Source: an optimization exercise on an open RTL-to-GDS flow (aim: small area, a short achievable clock period and few clock cycles per item). Production flows keep margins and buffers that such runs may drop. Function was checked by simulation only, so behaviour that the tests miss may differ from the original. No activity file was given, so power comes from the tool's default toggle rates.

$ cat flow/design.v
package pcs_pkg;
    localparam int MAX_WIDTH_DEF  = 256;
    localparam int MAX_HEIGHT_DEF = 64;
    localparam int NUM_CHARS_DEF  = 7;
    localparam int IMG_W_W      = 9;
    localparam int IMG_H_W      = 7;
    localparam int ROW_THR_W    = 9;
    localparam int COL_THR_W    = 7;
    localparam int CFG_DATA_W   = 9;
    localparam int CFG_INDEX_W  = 3;
    localparam logic [CFG_INDEX_W-1:0] REG_IMAGE_WIDTH   = 3'd0;
    localparam logic [CFG_INDEX_W-1:0] REG_IMAGE_HEIGHT  = 3'd1;
    localparam logic [CFG_INDEX_W-1:0] REG_ROW_THRESHOLD = 3'd2;
    localparam logic [CFG_INDEX_W-1:0] REG_COL_THRESHOLD = 3'd3;
    localparam logic [IMG_W_W-1:0]   IMAGE_WIDTH_RST   = 9'd256;
    localparam logic [IMG_H_W-1:0]   IMAGE_HEIGHT_RST  = 7'd64;
    localparam logic [ROW_THR_W-1:0] ROW_THRESHOLD_RST = 9'd10;
    localparam logic [COL_THR_W-1:0] COL_THRESHOLD_RST = 7'd5;
    localparam int PIXEL_W      = 8;
    localparam int CHAR_INDEX_W = 3;
    localparam int LEFT_W       = 8;
    localparam int TOP_W        = 7;
    localparam int BOX_WIDTH_W  = 9;
    localparam int BOX_HEIGHT_W = 7;
    typedef struct packed {
        logic start;
        logic eval;
    } scan_ctl_t;
    typedef struct packed {
        logic busy;
        logic done;
        logic report;
    } scan_stat_t;
endpackage
module pcs_ring #(
    parameter int DW = 6
) (
    input  logic          aclk,
    input  logic [7:0]    wm1,    
    input  logic [DW-1:0] din,    
    output logic [DW-1:0] head
);
    logic [254:0][DW-1:0] sr;
    logic [7:0][DW-1:0]   seg_in;
    logic [7:0]           wm3;
    logic                 w_one;
    logic                 w_two;
    logic [DW-1:0]        tail_reg;
    logic [DW-1:0]        mid_reg;
    logic [DW-1:0]        head_reg;
    logic [DW-1:0]        mid_in;
    logic [DW-1:0]        head_in;
    always_ff @(posedge aclk) begin
        wm3   <= (wm1 >= 8'd2) ? wm1 - 8'd2 : 8'd0;
        w_one <= (wm1 == 8'd0);
        w_two <= (wm1 == 8'd1);
    end
    always_comb begin
        seg_in[7] = tail_reg;
        for (int k = 6; k >= 4; k--) begin
            seg_in[k] = wm3[k+1] ? sr[(2 << (k+1)) - 2] : seg_in[k+1];
        end
        mid_in = w_two ? din : (wm3[4] ? sr[(2 << 4) - 2] : seg_in[4]);
        seg_in[3] = mid_reg;
        for (int k = 2; k >= 0; k--) begin
            seg_in[k] = wm3[k+1] ? sr[(2 << (k+1)) - 2] : seg_in[k+1];
        end
        head_in = w_one ? din : (wm3[0] ? sr[0] : seg_in[0]);
    end
    always_ff @(posedge aclk) begin
        for (int k = 0; k < 8; k++) begin
            sr[(1 << k) - 1] <= seg_in[k];
            for (int i = (1 << k); i < (2 << k) - 1; i++) begin
                sr[i] <= sr[i-1];
            end
        end
        tail_reg <= din;
        mid_reg  <= mid_in;
        head_reg <= head_in;
    end
    assign head = head_reg;
endmodule
import pcs_pkg::*;
module projection_char_segmenter #(
    parameter int MAX_WIDTH  = pcs_pkg::MAX_WIDTH_DEF,
    parameter int MAX_HEIGHT = pcs_pkg::MAX_HEIGHT_DEF,
    parameter int NUM_CHARS  = pcs_pkg::NUM_CHARS_DEF
) (
    input  logic                                aclk,
    input  logic                                aresetn,
    input  logic                                s_valid,
    output logic                                s_ready,
    input  logic [pcs_pkg::PIXEL_W-1:0]         s_pixel,
    output logic                                m_valid,
    input  logic                                m_ready,
    output logic [pcs_pkg::CHAR_INDEX_W-1:0]    m_char_index,
    output logic [pcs_pkg::LEFT_W-1:0]          m_left,
    output logic [pcs_pkg::TOP_W-1:0]           m_top,
    output logic [pcs_pkg::BOX_WIDTH_W-1:0]     m_box_width,
    output logic [pcs_pkg::BOX_HEIGHT_W-1:0]    m_box_height,
    output logic                                m_last,
    input  logic                                cfg_valid,
    output logic                                cfg_ready,
    input  logic [pcs_pkg::CFG_INDEX_W-1:0]     cfg_index,
    input  logic [pcs_pkg::CFG_DATA_W-1:0]      cfg_data
);
    localparam logic [1:0] SC_IDLE = 2'd0;
    localparam logic [1:0] SC_SCAN = 2'd1;
    localparam logic [1:0] SC_TAIL = 2'd2;
    logic [7:0] wm1_reg;
    logic [5:0] hm1_reg;
    logic [8:0] rt_reg;
    logic [6:0] ct_reg;
    always_ff @(posedge aclk) begin
        if (!aresetn) begin
            wm1_reg <= 8'd255;
            hm1_reg <= 6'd63;
            rt_reg  <= ROW_THRESHOLD_RST;
            ct_reg  <= COL_THRESHOLD_RST;
        end else if (cfg_valid) begin
            case (cfg_index)
                REG_IMAGE_WIDTH: begin
                    if (cfg_data == 9'd0)        wm1_reg <= 8'd0;
                    else if (cfg_data > 9'd256)  wm1_reg <= 8'd255;
                    else                         wm1_reg <= 8'(cfg_data - 9'd1);
                end
                REG_IMAGE_HEIGHT: begin
                    if (cfg_data[6:0] == 7'd0)       hm1_reg <= 6'd0;
                    else if (cfg_data[6:0] > 7'd64)  hm1_reg <= 6'd63;
                    else                             hm1_reg <= 6'(cfg_data[6:0] - 7'd1);
                end
                REG_ROW_THRESHOLD: rt_reg <= cfg_data;
                REG_COL_THRESHOLD: ct_reg <= cfg_data[6:0];
                default: begin
                end
            endcase
        end
    end
    assign cfg_ready = 1'b1;
    logic [5:0] head;
    logic [5:0] ring_din;
    logic [7:0] qlag_reg;
    logic       q_al_reg;     
    logic [7:0] slag_reg;
    logic       s_al_reg;     
    pcs_ring #(.DW(6)) u_ring (
        .aclk (aclk),
        .wm1  (wm1_reg),
        .din  (ring_din),
        .head (head)
    );
    logic [1:0] sc_reg;
    logic [7:0] sx_reg;       
    logic       inside_reg;
    logic [2:0] k_reg;        
    logic [7:0] cur_left;
    logic       pend_reg;     
    logic       m_valid_reg;
    logic [2:0] m_idx_reg;
    logic [7:0] m_left_reg;
    logic [7:0] m_width_reg;
    logic       m_last_reg;
    logic       img_end;      
    logic       held_reg;     
    logic       s_al;
    logic       s_rd;         
    logic       free;         
    logic       res;          
    logic       rise;
    logic       fall;
    logic       adv;
    logic       scan_end;
    logic       load;
    logic [7:0] load_left;
    logic [7:0] load_width;
    logic       tail_end;
    logic       mv_next;
    logic       spend_next;
    logic [7:0] sx_next;
    logic       inside_next;
    always_comb begin
        s_al     = (sc_reg == SC_SCAN) && s_al_reg;
        s_rd     = s_al && !held_reg;
        free     = !m_valid_reg || m_ready;
        res      = (sc_reg == SC_SCAN) && held_reg && free;
        rise     = !inside_reg && head[1];
        fall     = inside_reg && head[0];
        adv      = (s_rd && !(fall && !free)) || res;
        scan_end = adv && ((sx_reg == wm1_reg) || ((fall || res) && (k_reg == 3'd6)));
        tail_end = 1'b0;
        load     = 1'b0;
        load_left  = cur_left;
        load_width = sx_reg - cur_left;
        if (sc_reg == SC_SCAN) begin
            load = (s_rd && fall && free) || res;
        end else if (sc_reg == SC_TAIL) begin
            load       = !m_valid_reg || m_ready;
            load_left  = inside_reg ? cur_left : 8'd0;
            load_width = 8'd0;
            tail_end   = load && (k_reg == 3'd6);
        end
        mv_next     = load || (m_valid_reg && !m_ready);
        spend_next  = img_end || ((sc_reg == SC_SCAN) && !scan_end);
        sx_next     = img_end ? 8'd0 : (adv ? sx_reg + 8'd1 : sx_reg);
        if (img_end) begin
            inside_next = 1'b0;
        end else if (s_rd && rise) begin
            inside_next = 1'b1;
        end else if (load) begin
            inside_next = 1'b0;
        end else begin
            inside_next = inside_reg;
        end
    end
    always_ff @(posedge aclk) begin
        if (!aresetn) begin
            sc_reg      <= SC_IDLE;
            held_reg    <= 1'b0;
            sx_reg      <= '0;
            slag_reg    <= '0;
            s_al_reg    <= 1'b0;
            inside_reg  <= 1'b0;
            k_reg       <= '0;
            m_valid_reg <= 1'b0;
        end else begin
            sx_reg      <= sx_next;
            inside_reg  <= inside_next;
            if (res) begin
            end else if (img_end || adv || (slag_reg == wm1_reg)) begin
                slag_reg <= '0;
                s_al_reg <= 1'b1;
            end else begin
                slag_reg <= slag_reg + 8'd1;
                s_al_reg <= 1'b0;
            end
            m_valid_reg <= mv_next;
            held_reg    <= (sc_reg == SC_SCAN) && !img_end
                           && ((s_rd && fall && !free) || (held_reg && !free));
            if (img_end) begin
                sc_reg <= SC_SCAN;
                k_reg  <= '0;
            end else begin
                if (load) begin
                    k_reg <= k_reg + 3'd1;
                end
                if (scan_end) begin
                    sc_reg <= (load && (k_reg == 3'd6)) ? SC_IDLE : SC_TAIL;
                end else if (tail_end) begin
                    sc_reg <= SC_IDLE;
                end
            end
        end
    end
    always_ff @(posedge aclk) begin
        if (s_rd && rise) begin
            cur_left <= sx_reg;
        end
        if (load) begin
            m_idx_reg   <= k_reg;
            m_left_reg  <= load_left;
            m_width_reg <= load_width;
            m_last_reg  <= (k_reg == 3'd6);
        end
    end
    assign m_valid      = m_valid_reg;
    assign m_char_index = m_idx_reg;
    assign m_left       = m_left_reg;
    assign m_box_width  = {1'b0, m_width_reg};
    assign m_last       = m_last_reg;
    localparam int QD  = 4;
    logic           s_ready_reg;
    logic           acc;
    logic [QD-1:0]  q_reg;        
    logic [QD-1:0]  qt_reg;       
    logic [QD-1:0]  q_wr;         
    logic [QD-1:0]  q_wr_pop;     
    logic [7:0]     pc_reg;       
    logic [5:0]     pr_reg;       
    logic           last_col;     
    logic           last_row;     
    logic           col0;         
    logic           row0;         
    logic           at_start;
    logic           relabel;
    logic           row0_ok;
    logic           use_px;       
    assign acc = s_valid && s_ready_reg;
    always_comb begin
        at_start = col0 && row0;
        relabel  = at_start && !((sc_reg == SC_SCAN) || img_end);
        row0_ok  = !row0 || !((sc_reg == SC_SCAN) || img_end)
                   || !((pc_reg == sx_reg) || (pc_reg == sx_reg + 8'd1))
                   || !(held_reg || (s_al && fall && m_valid_reg));
        use_px   = qt_reg[0] && (relabel || q_al_reg) && row0_ok
                   && !(last_col && last_row && pend_reg);
        for (int i = 0; i < QD; i++) begin
            q_wr[i]     = !qt_reg[i] && ((i == 0) || qt_reg[(i > 0) ? i - 1 : 0]);
            q_wr_pop[i] = (i < QD - 1) ? q_wr[(i < QD - 1) ? i + 1 : i] : 1'b0;
        end
    end
    always_ff @(posedge aclk) begin
        if (!aresetn) begin
            s_ready_reg <= 1'b0;
            qt_reg      <= '0;
            pc_reg      <= '0;
            pr_reg      <= '0;
            last_col    <= 1'b0;
            last_row    <= 1'b0;
            col0        <= 1'b1;
            row0        <= 1'b1;
            qlag_reg    <= '0;
            q_al_reg    <= 1'b0;
            pend_reg    <= 1'b0;
        end else begin
            if (use_px) begin
                s_ready_reg <= !(acc && qt_reg[QD-1]);
                qt_reg      <= acc ? qt_reg : (qt_reg >> 1);
            end else begin
                s_ready_reg <= acc ? !qt_reg[QD-2] : !qt_reg[QD-1];
                qt_reg      <= acc ? {qt_reg[QD-2:0], 1'b1} : qt_reg;
            end
            if (use_px || (qlag_reg == wm1_reg)) begin
                qlag_reg <= '0;
                q_al_reg <= 1'b1;
            end else begin
                qlag_reg <= qlag_reg + 8'd1;
                q_al_reg <= 1'b0;
            end
            if (use_px && last_col && last_row) begin
                pend_reg <= 1'b1;
            end else if (m_valid_reg && m_ready && m_last_reg) begin
                pend_reg <= 1'b0;
            end
            if (use_px) begin
                if (last_col) begin
                    pc_reg   <= '0;
                    last_col <= (wm1_reg == 8'd0);
                    col0     <= 1'b1;
                    pr_reg   <= last_row ? 6'd0 : pr_reg + 6'd1;
                    last_row <= last_row ? (hm1_reg == 6'd0) : ((pr_reg + 6'd1) == hm1_reg);
                    row0     <= last_row;
                end else begin
                    pc_reg   <= pc_reg + 8'd1;
                    last_col <= ((pc_reg + 8'd1) == wm1_reg);
                    col0     <= 1'b0;
                end
            end else begin
                last_col <= (pc_reg == wm1_reg);
                last_row <= (pr_reg == hm1_reg);
            end
        end
    end
    always_ff @(posedge aclk) begin
        for (int i = 0; i < QD; i++) begin
            if (use_px) begin
                if (acc && q_wr_pop[i]) begin
                    q_reg[i] <= |s_pixel;
                end else begin
                    q_reg[i] <= (i < QD - 1) ? q_reg[(i < QD - 1) ? i + 1 : i] : 1'b0;
                end
            end else if (acc && q_wr[i]) begin
                q_reg[i] <= |s_pixel;
            end
        end
    end
    assign s_ready = s_ready_reg;
    logic use_q;
    logic fg_q;
    logic row0_q;
    logic lastrow_q;
    logic rowend_q;
    logic rowstart_q;
    logic inhalf_q;
    always_ff @(posedge aclk) begin
        if (!aresetn) begin
            use_q <= 1'b0;
        end else begin
            use_q <= use_px;
        end
        fg_q       <= q_reg[0];
        row0_q     <= row0;
        lastrow_q  <= last_row;
        rowend_q   <= last_col;
        rowstart_q <= col0;
        inhalf_q   <= ({pr_reg, 1'b0} <= ({1'b0, hm1_reg} + 7'd1));
    end
    logic [5:0] col_base;
    logic [6:0] col_sum;
    logic [8:0] racc_reg;
    logic [8:0] row_sum;
    assign col_base = row0_q ? 6'd0 : head;
    assign col_sum  = {1'b0, col_base} + 7'(fg_q);
    assign row_sum  = (rowstart_q ? 9'd0 : racc_reg) + 9'(fg_q);
    assign img_end  = use_q && lastrow_q && rowend_q;
    always_comb begin
        if (!use_q) begin
            ring_din = head;
        end else if (lastrow_q) begin
            ring_din = {4'd0, (col_sum > 7'(ct_reg)), (col_sum < 7'(ct_reg))};
        end else begin
            ring_din = col_sum[5:0];
        end
    end
    logic rv_q;      
    logic rgt_q;
    logic rlt_q;
    logic rhalf_q;
    logic rfirst_q;
    logic rlast_q;
    always_ff @(posedge aclk) begin
        if (!aresetn) begin
            rv_q <= 1'b0;
        end else begin
            rv_q <= use_q && rowend_q;
        end
        if (use_q) begin
            racc_reg <= row_sum;
        end
        rgt_q    <= row_sum > rt_reg;
        rlt_q    <= row_sum < rt_reg;
        rhalf_q  <= inhalf_q;
        rfirst_q <= row0_q;
        rlast_q  <= lastrow_q;
    end
    logic [5:0] top_acc;
    logic [6:0] band_acc;
    logic [5:0] top_sum;
    logic [6:0] band_sum;
    logic [5:0] m_top_reg;
    logic [6:0] m_band_reg;
    assign top_sum  = (rfirst_q ? 6'd0 : top_acc) + 6'(rhalf_q && rlt_q);
    assign band_sum = (rfirst_q ? 7'd0 : band_acc) + 7'(rgt_q);
    always_ff @(posedge aclk) begin
        if (rv_q) begin
            top_acc  <= top_sum;
            band_acc <= band_sum;
            if (rlast_q) begin
                m_top_reg  <= top_sum;
                m_band_reg <= band_sum;
            end
        end
    end
    assign m_top        = {1'b0, m_top_reg};
    assign m_box_height = m_band_reg;
endmodule
$ cat flow/run.sh
#!/bin/bash
# synth_recipe.tcl (not shown) runs the flow's synth.tcl, then flattens the netlist and writes it again
# the make line also repeats each setting of config.mk as NAME=value (left out here)
make -C /OpenROAD-flow-scripts/flow DESIGN_CONFIG=/design/flow/config.mk WORK_HOME=/design/flow/orfs CLKGATE_MAP_FILE= SYNTH_SCRIPT=/design/flow/synth_recipe.tcl finish
$ cat flow/config.mk
export PLATFORM = sky130hd
export DESIGN_NAME = projection_char_segmenter
export DESIGN_NICKNAME = projection_char_segmenter
export VERILOG_FILES = /design/flow/design.v
export SDC_FILE = /design/flow/constraint.sdc
export NUM_CORES = 4
export LEC_CHECK = 0
export CAP_MARGIN = 20
export CORE_MARGIN = 2
export CORE_UTILIZATION = 60
export CTS_CLUSTER_DIAMETER = 60
export CTS_CLUSTER_SIZE = 32
export PLACE_DENSITY = 0.68
export SETUP_SLACK_MARGIN = 4.5
export SLEW_MARGIN = 20
export TNS_END_PERCENT = 100
$ cat flow/constraint.sdc
create_clock -name core_clock -period 7.0 [get_ports {aclk}]
set_input_delay 1.4000 -clock core_clock [delete_from_list [all_inputs] [get_ports {aclk}]]
set_output_delay 1.4000 -clock core_clock [all_outputs]
set_load 0.01 [all_outputs]
==> summary.txt, run 1 <==
Timing
  • Final hold vios: 0
  • Slew Limit Headroom: 54.2%
  • Slew Limit Fails: 0
  • Final Critical Period: approximately 2.6 ns
  • Worst Skew: just over 0.03 ns
  • RSZ-0062 raised after global routing: true
  • Final period utilization: 37.8%
  • Worst slew pin tran: around 0.69 ns
  • Final hold slack: 0.317 ns
  • Setup violators final: 0
  • Achievable Freq: between 300 and 400 MHz
  • Setup TNS: 0 ns

Power
  • Leak pwr: approximately 18 nW
  • Switch Pwr: about 0.0031 W
  • Internal power: approximately 0.012 W
  • Clock group share of total power: 33.5%
  • Flop pwr share: between 60% and 70%
  • Worst VDD drop: roughly 0.00024 V
  • Power per Cell Area: between 300 and 400 mW/mm^2
  • Sw frac: approximately a fifth
  • Power share of the combinational group: under 10%

Logic synthesis
  • Distinct cell type count after synthesis: 70
  • Top post-synthesis cells by count: dfxtp_1, nor2_1, nand2_1
  • Synthesized flop and latch total: roughly 1.7k
  • Most numerous cell in the Yosys netlist: dfxtp_1
  • YS warnings: 2
  • Post-synth top area share: between 80 and 90%
  • Main synth FF type: dfxtp_1
  • Post-synth top area cell: dfxtp_1
  • Fraction of registers with async set/reset: 0%
  • Cells after synthesis: between 2k and 3k
  • Main area contributors after synthesis: dfxtp_1, edfxtp_1, ha_1
  • Mapped Area: slightly above 0.04 mm^2
  • Synth Area per Inst: 15.5 um^2
  • Post-synth EDFFs: 64
  • Sequential area share after synthesis: around 86%

Worst setup path
  • Req. time, crit path: 5.60 ns
  • Top Family by Delay on Critical Path: flip-flops
  • Buf/Inv on CP: 1
  • CP Cell Sequence: buf_6
  • Crit path kind: reg -> out
  • R2R depth: 8
  • FF-to-FF Start: sx_reg[5]
  • Worst R2R End: last_col
  • Worst setup SP type: flop
  • Slowest cell on crit path: edfxtp_1
  • Reg2reg setup slack: roughly 4.5 ns
  • Arrival time of the worst setup path: around 1.2 ns
  • Crit path max fanout: 1
  • CP peak stage delay: between 0.4 and 0.5 ns
  • Crit. End Element: output pin

Global routing
  • Gr usage total: about 16%
  • Vias in the first global route: between 15k and 20k
  • Grt total ovfl: 0
  • Largest net degree at the start of global routing: 47
  • First-pass GRT wire length: 92300 um
  • Initial antenna violation count: 1

Clock network
  • Clock Latency Late Sink: around 0.65 ns
  • Root buf cell: clkbuf_16
  • Htree depth: 3
  • CTS max path bufs: 3
  • Hold-fix buffer count after cts: 0
  • CTS Sinks: about 1.7k
  • CTS Buf Count: 74
  • Clk slew on worst S/H paths: 0.10 ns
  • CTS tree: built

Hold path
  • Hold worst-path end: u_ring.sr[254]
  • Min-delay worst type: reg -> reg
  • Hold Path Depth: 0
  • HP Start: u_ring.sr[248]

Drt
  • Routed via count: ~17k
  • DR iter-0 viols: slightly below 900
  • Post-route DRC: 0
  • WL final: around 57000 um
  • Pre-antenna DRT Iters: 5
  • ANT nets after route: 0
  • Routed WL per cell: about 16 um
  • Via density per instance: between 4 and 5

Place
  • Placer Congestion: 0.825
  • I/O Buffers: just under 60
  • Post-detail-place hpwl: approximately 33000 um

Finish
  • Nets: ~2.8k
  • Fillers: about 4.6k
  • Area growth syn-to-layout: 10.7%
  • Max reg flops: about 1.5k
  • Layout cell share with drive strength beyond 1: ~11%

Floorplanning
  • Die height: about 270 um
  • Initial Util: 60.9%
  • Die W: about 270 um
  • Ports: 63
  • Row cnt: 95
  • Core area: between 0.06 and 0.07 mm^2
  • Die area: around 0.071 mm^2

Run status
  • Status: timing/DRC/antenna clean

Run
  • Max Cap Viol: 0
-- layout make-up --
| type | instances | area (um^2) | area share (%) |
|---|---|---|---|
| Sequential cell | 1726 | 35200 | 77.5 |
| Multi-Input combinational cell | 802 | 5700 | 12.5 |
| Clock buffer | 83 | 1980 | 4.35 |
| Tap cell | 873 | 1090 | 2.40 |
| Timing Repair Buffer | 96 | 818 | 1.80 |
| Clock inverter | 30 | 429 | 0.944 |
| Inverter | 52 | 199 | 0.438 |
| Timing Repair inverter | 1 | 5.00 | 0.0110 |
| Antenna cell | 1 | 2.50 | 0.00550 |
-- through the flow --
step | std cells | total power (W) | setup WS [ns] | util, % | cell area (um^2)
after CTS | 3646 | 0.0154 | 4.31 | 66.9 | 45100
after floorplan | 2650 | 0.0103 | 4.49 | - | 41100
final | 3664 | 0.0153 | 4.36 | 67.3 | 45500
after global placement | 3515 | 0.0104 | 3.60 | 63.0 | 42500
after global routing | 3663 | 0.0158 | 4.30 | 67.3 | 45500
after detailed placement | 3515 | 0.0104 | 3.61 | 63.0 | 42500
-- worst max path at each step --
stage                            start         to  slack, ns  cells after the start
after global placement         aresetn  pc_reg[3]       3.60                      7
after global routing      m_top_reg[1]   m_top[1]       4.30                      1
after detailed placement       aresetn  pc_reg[3]       3.61                      7
after CTS                 m_top_reg[1]   m_top[1]       4.31                      1
final                     m_top_reg[1]   m_top[1]       4.36                      1
after floorplan                m_ready  sx_reg[6]       4.49                      6
-- layer usage --
| metal | vias to the layer above | GRT usage (%) | share of wire, % |
|---|---|---|---|
| met2 | 319 | 24.8 | 43 |
| met5 | - | 0 | 0 |
| met3 | 117 | 2.99 | 3.6 |
| met1 | 8241 | 23.8 | 50 |
| li1 | 8785 | - | - |
| met4 | 0 | 6.15 | 3.1 |
-- cells by family (layout without fill, tap and decap cells) --
kind of cell	Yosys count	after routing	synth area share, %
compound gates	179	180	2.80
xor+xnor	113	113	2.43
fa+ha+maj	50	50	1.54
buf+inv	123	262	1.22
flops	1726	1726	85.6
mux	59	59	1.57
other cells	2	4	0.0183
simple gates	397	397	4.79
-- power by group through the flow --
stage          Sequential, W  Clock, W  Combinational, W
2_1_floorplan         0.0102         0          0.000115
3_3_place_gp          0.0102         0          0.000137
3_5_place_dp          0.0102         0          0.000143
4_1_cts               0.0100   0.00527          0.000160
5_1_grt               0.0100   0.00560          0.000185
6_report              0.0100   0.00513          0.000168
-- timing repair --
action | 4_1_cts | 5_1_grt
setup buffers | 17 | 15
setup endpoints to repair | 94 | 79
cloned | 1 | 2
gates resized for setup | 199 | 45
pin swaps | 9 | 9
-- cells in the final DEF (no fill, tap or decap), types with 8 or more instances in the layout --
| cell | instances |
|---|---|
| nand4_1 | 17 |
| ha_1 | 44 |
| o211ai_1 | 11 |
| a21oi_1 | 63 |
| edfxtp_1 | 64 |
| nand3_1 | 56 |
| nor2_1 | 96 |
| clkbuf_16 | 77 |
| dfxtp_4 | 10 |
| nand2b_1 | 14 |
| buf_2 | 28 |
| xor2_1 | 55 |
| and2_1 | 9 |
| nor2b_1 | 21 |
| dfxtp_2 | 13 |
| nor3_1 | 11 |
| nand2_1 | 91 |
| nor4_1 | 13 |
| and3_1 | 16 |
| o21ai_0 | 40 |
| inv_1 | 49 |
| mux2i_1 | 16 |
| xnor2_1 | 51 |
| buf_4 | 31 |
| buf_6 | 8 |
| mux2_2 | 43 |
| dfxtp_1 | 1639 |
| clkdlybuf4s50_1 | 20 |
Testbench counts, summed over its fixed seeds: cycles 346,855, images 160.
==> inputs of run 2 (changes only) <==
--- a/flow/config.mk
+++ b/flow/config.mk
@@ -7,10 +7,10 @@
 export LEC_CHECK = 0
 export CAP_MARGIN = 20
 export CORE_MARGIN = 2
-export CORE_UTILIZATION = 60
+export CORE_UTILIZATION = 68
 export CTS_CLUSTER_DIAMETER = 60
-export CTS_CLUSTER_SIZE = 32
-export PLACE_DENSITY = 0.68
+export CTS_CLUSTER_SIZE = 28
+export PLACE_DENSITY = 0.75
 export SETUP_SLACK_MARGIN = 4.5
 export SLEW_MARGIN = 20
 export TNS_END_PERCENT = 100
==> summary.txt, run 2 <==
Run status
  • Status: timing/DRC/antenna clean

Place
  • Placer Congestion: 0.826 (+0.12%)
  • Pre-CTS setup slack: 3.56 ns (-0.0490 ns)
  • Post-detail-place hpwl: 34600 um (+3.3%)
  • I/O Buffers: 59 (unchanged)

Timing
  • Achievable Freq: 379 MHz (+0.16%)
  • RSZ-0062 raised after global routing: true
  • Final period utilization: 37.7% (-0.061 points)
  • Slew Limit Fails: 0 (unchanged)
  • Slew Limit Headroom: 43.4% (-11 points)
  • Worst slew pin tran: 0.848 ns (+0.162 ns)
  • Final hold vios: 0 (unchanged)
  • Final Critical Period: 2.64 ns (-0.00428 ns)
  • Worst Skew: 0.0241 ns (-0.00704 ns)
  • Setup violators final: 0 (unchanged)
  • Worst setup slack after layout: 4.36 ns (+0.00428 ns)
  • Setup TNS: 0 ns (unchanged)

Worst setup path
  • Req. time, crit path: 5.60 ns (about the same)
  • Stages on worst setup path: 1 (unchanged)
  • R2R depth: 11 (+3)
  • Crit. End Element: output pin
  • Worst setup SP type: flop
  • Slowest cell on crit path: edfxtp_1
  • Top Family by Delay on Critical Path: flip-flops
  • Arrival time of the worst setup path: 1.24 ns (about the same)
  • CP Cell Sequence: buf_2
  • Buf/Inv on CP: 1 (unchanged)
  • Crit path max fanout: 1 (unchanged)
  • CP peak stage delay: 0.43 ns (about the same)
  • Crit path kind: reg -> out

Drt
  • DR iter-0 viols: 924 (+3.5%)
  • Routed via count: 17.6k (+0.97%)
  • WL final: 63600 um (+11%)
  • Post-route DRC: 0 (unchanged)
  • Via density per instance: 4.96 (+4.1%)
  • ANT nets after route: 0 (unchanged)
  • Routed WL per cell: 17.9 um (+14%)
  • Pre-antenna DRT Iters: 4 (-1)

Floorplanning
  • Ports: 63 (unchanged)
  • Die height: 250 um (-6.0%)
  • Die area: 0.0624 mm^2 (-12%)
  • Initial Util: 68.5% (+7.6 points)
  • Die W: 250 um (-6.0%)
  • Core area: 0.0600 mm^2 (-11%)
  • Row cnt: 90 (-5.3%)

Run
  • Max Cap Viol: 0 (unchanged)

Global routing
  • Grt total ovfl: 0 (unchanged)
  • First-pass GRT wire length: 102000 um (+10%)
  • Gr usage total: 20.7% (+4.3 points)
  • Initial antenna violation count: 1 (unchanged)
  • Vias in the first global route: 18.3k (+4.5%)
  • Largest net degree at the start of global routing: 47 (unchanged)

Clock network
  • Htree depth: 3 (unchanged)
  • Root buf cell: clkbuf_16
  • CTS tree: built
  • Clock Latency Late Sink: 0.65 ns (about the same)
  • Clk slew on worst S/H paths: 0.09 ns (about the same)
  • CTS max path bufs: 3 (unchanged)
  • Hold-fix buffer count after cts: 0 (unchanged)
  • CTS Sinks: 1726 (unchanged)
  • CTS Buf Count: 77 (+4.1%)

Power
  • Leak pwr: 17.9 nW (-0.32%)
  • Power per Cell Area: 338 mW/mm^2 (+0.49%)
  • Worst VDD drop: 0.000218 V (-7.5%)

Logic synthesis
  • Synth Area per Inst: 15.5 um^2 (unchanged)
  • Post-synth top area share: 81.0% (unchanged)
  • Top post-synthesis cells by count: dfxtp_1, nor2_1, nand2_1
  • Post-synth top area cell: dfxtp_1
  • Post-synth EDFFs: 64 (unchanged)
  • Synthesized flop and latch total: 1726 (unchanged)
  • Most numerous cell in the Yosys netlist: dfxtp_1
  • Main area contributors after synthesis: dfxtp_1, edfxtp_1, ha_1
  • Cells after synthesis: 2649 (unchanged)
  • Mapped Area: 0.0411 mm^2 (unchanged)
  • Sequential area share after synthesis: 85.6% (unchanged)
  • Main synth FF type: dfxtp_1
  • YS warnings: 2 (unchanged)
  • Fraction of registers with async set/reset: 0% (unchanged)
  • Distinct cell type count after synthesis: 70 (unchanged)

Finish
  • Layout cell share with drive strength beyond 1: 10.4% (-0.69 points)
  • Commonest non-fill, non-tap cell in the layout: dfxtp_1
  • Nets: 2826 (-0.071%)
  • Max reg flops: 1530 (unchanged)
  • Utilization after layout: 75.3% (+8.0 points)
  • Commonest non-fill, non-tap cells in the layout: dfxtp_1, nor2_1, nand2_1
  • Area growth syn-to-layout: 10.0%

Hold path
  • Min-delay worst type: reg -> reg
  • Hold Path Depth: 0 (unchanged)
==> run 2: cell count changes in the layout (fill, tap and decap cells not counted), moves of 3 or more <==
cell,change
dfxtp_4,+3
buf_4,-5
clkinv_16,-3
dfxtp_2,-4
clkinv_4,-3
nor3_1,+3
clkbuf_8,-5
inv_6,-3
nor3_2,-3
clkbuf_16,+6
==> run 2: cell type report <==
cell class / count / area [um^2]
diodes: 1 / 2.50
flip-flops and latches: 1726 / 35300
repair inverters: 1 / 5.00
repair buffers: 92 / 798
fillers: 3395 / 14800
clock inverters: 19 / 293
clock buffers: 81 / 2010
well taps: 782 / 978
multi-input cells: 801 / 5670
inverters: 52 / 203
==> run 2: worst paths after layout <==
path	start	to	slack, ns
hold / removal	u_ring.sr[590]	u_ring.sr[596]	0.32
hold reg to reg	u_ring.sr[590]	u_ring.sr[596]	0.32
setup / recovery	m_left_reg[1]	m_left[1]	4.36
setup reg to reg	u_ring.head_reg[0]	u_ring.head_reg[1]	4.55
==> run 2: stage by stage <==
step	cells	hold WS, ns	area [um^2]	total power (W)
after global routing	3554	0.323	45200	0.0157
final	3555	0.318	45200	0.0153
after detailed placement	3424	0.312	42400	0.0104
after floorplan	2650	0.310	41100	0.0103
after CTS	3534	0.322	44800	0.0154
after global placement	3424	0.310	42400	0.0104
==> run 2: metal layers <==
| metal | vias to the layer above | GRT usage [%] | part of all wire (%) |
|---|---|---|---|
| met3 | 105 | 3.41 | 3.6 |
| met4 | 0 | 5.68 | 2.7 |
| li1 | 8758 | - | - |
| met5 | - | 0 | 0 |
| met2 | 310 | 34.3 | 48 |
| met1 | 8458 | 28.5 | 46 |
==> run 2: repair_timing <==
action / in CTS / in global routing
pin swaps: 4 / 10
resized for setup: 186 / 57
cloned: 0 / 4
endpoints found under the setup margin: 96 / 61
buffers inserted: 10 / 16
==> run 2: logic make-up after synthesis <==
family	count (synthesis)	share of synthesized area, %
XOR/XNOR	113	2.43
flip-flops	1726	85.6
adder cells (fa/ha/maj)	50	1.54
other	2	0.0183
buffers and inverters	123	1.22
AO/OA/AOI/OAI	179	2.80
AND/OR/NAND/NOR	397	4.79
multiplexers	59	1.57
==> run 2: where the power goes <==
part	switching, W	leakage (nW)	internal [W]
Clock	0.00295	1.12	0.00216
Combinational	0.0000907	2.75	0.0000847
Sequential	0.0000518	14.1	0.00994
Total	0.00309	17.9	0.0122

-- re-timing with driven ports --
The results above use ideal ports. As a check the final layouts listed here were re-extracted and re-timed, cells and wires unchanged.
Step 1 (the two cells are an assumption about what drives the block):
set clk [get_ports {aclk}]
set_driving_cell -lib_cell sky130_fd_sc_hd__clkbuf_16 $clk
set_driving_cell -lib_cell sky130_fd_sc_hd__buf_2 [delete_from_list [all_inputs] $clk]
Step 2 adds t to the input delays and takes it off the output delays; t is the mean of the earliest and latest rising clock arrival at the registers after step 1. Input paths then give back, and output paths get back, about the clock's delay inside the block.
Three values: ideal, step 1, step 2; two values: the first two.
| run | shift t [ns] | slack for setup (ns) | clock arrival spread, ns | pins driven straight from the clock port |
|---|---|---|---|---|
| run 1 | 0.698 | 4.355 / 4.296 / 3.850 | 0.043 / 0.042 | 1 |
| run 2 | 0.700 | 4.359 / 4.301 / 3.878 | 0.025 / 0.024 | 1 |
After both steps setup and hold are still met in every run listed. For run 1, which loses most, drivers alone change the setup slack by -0.059 ns; drivers and shift together by -0.505 ns.
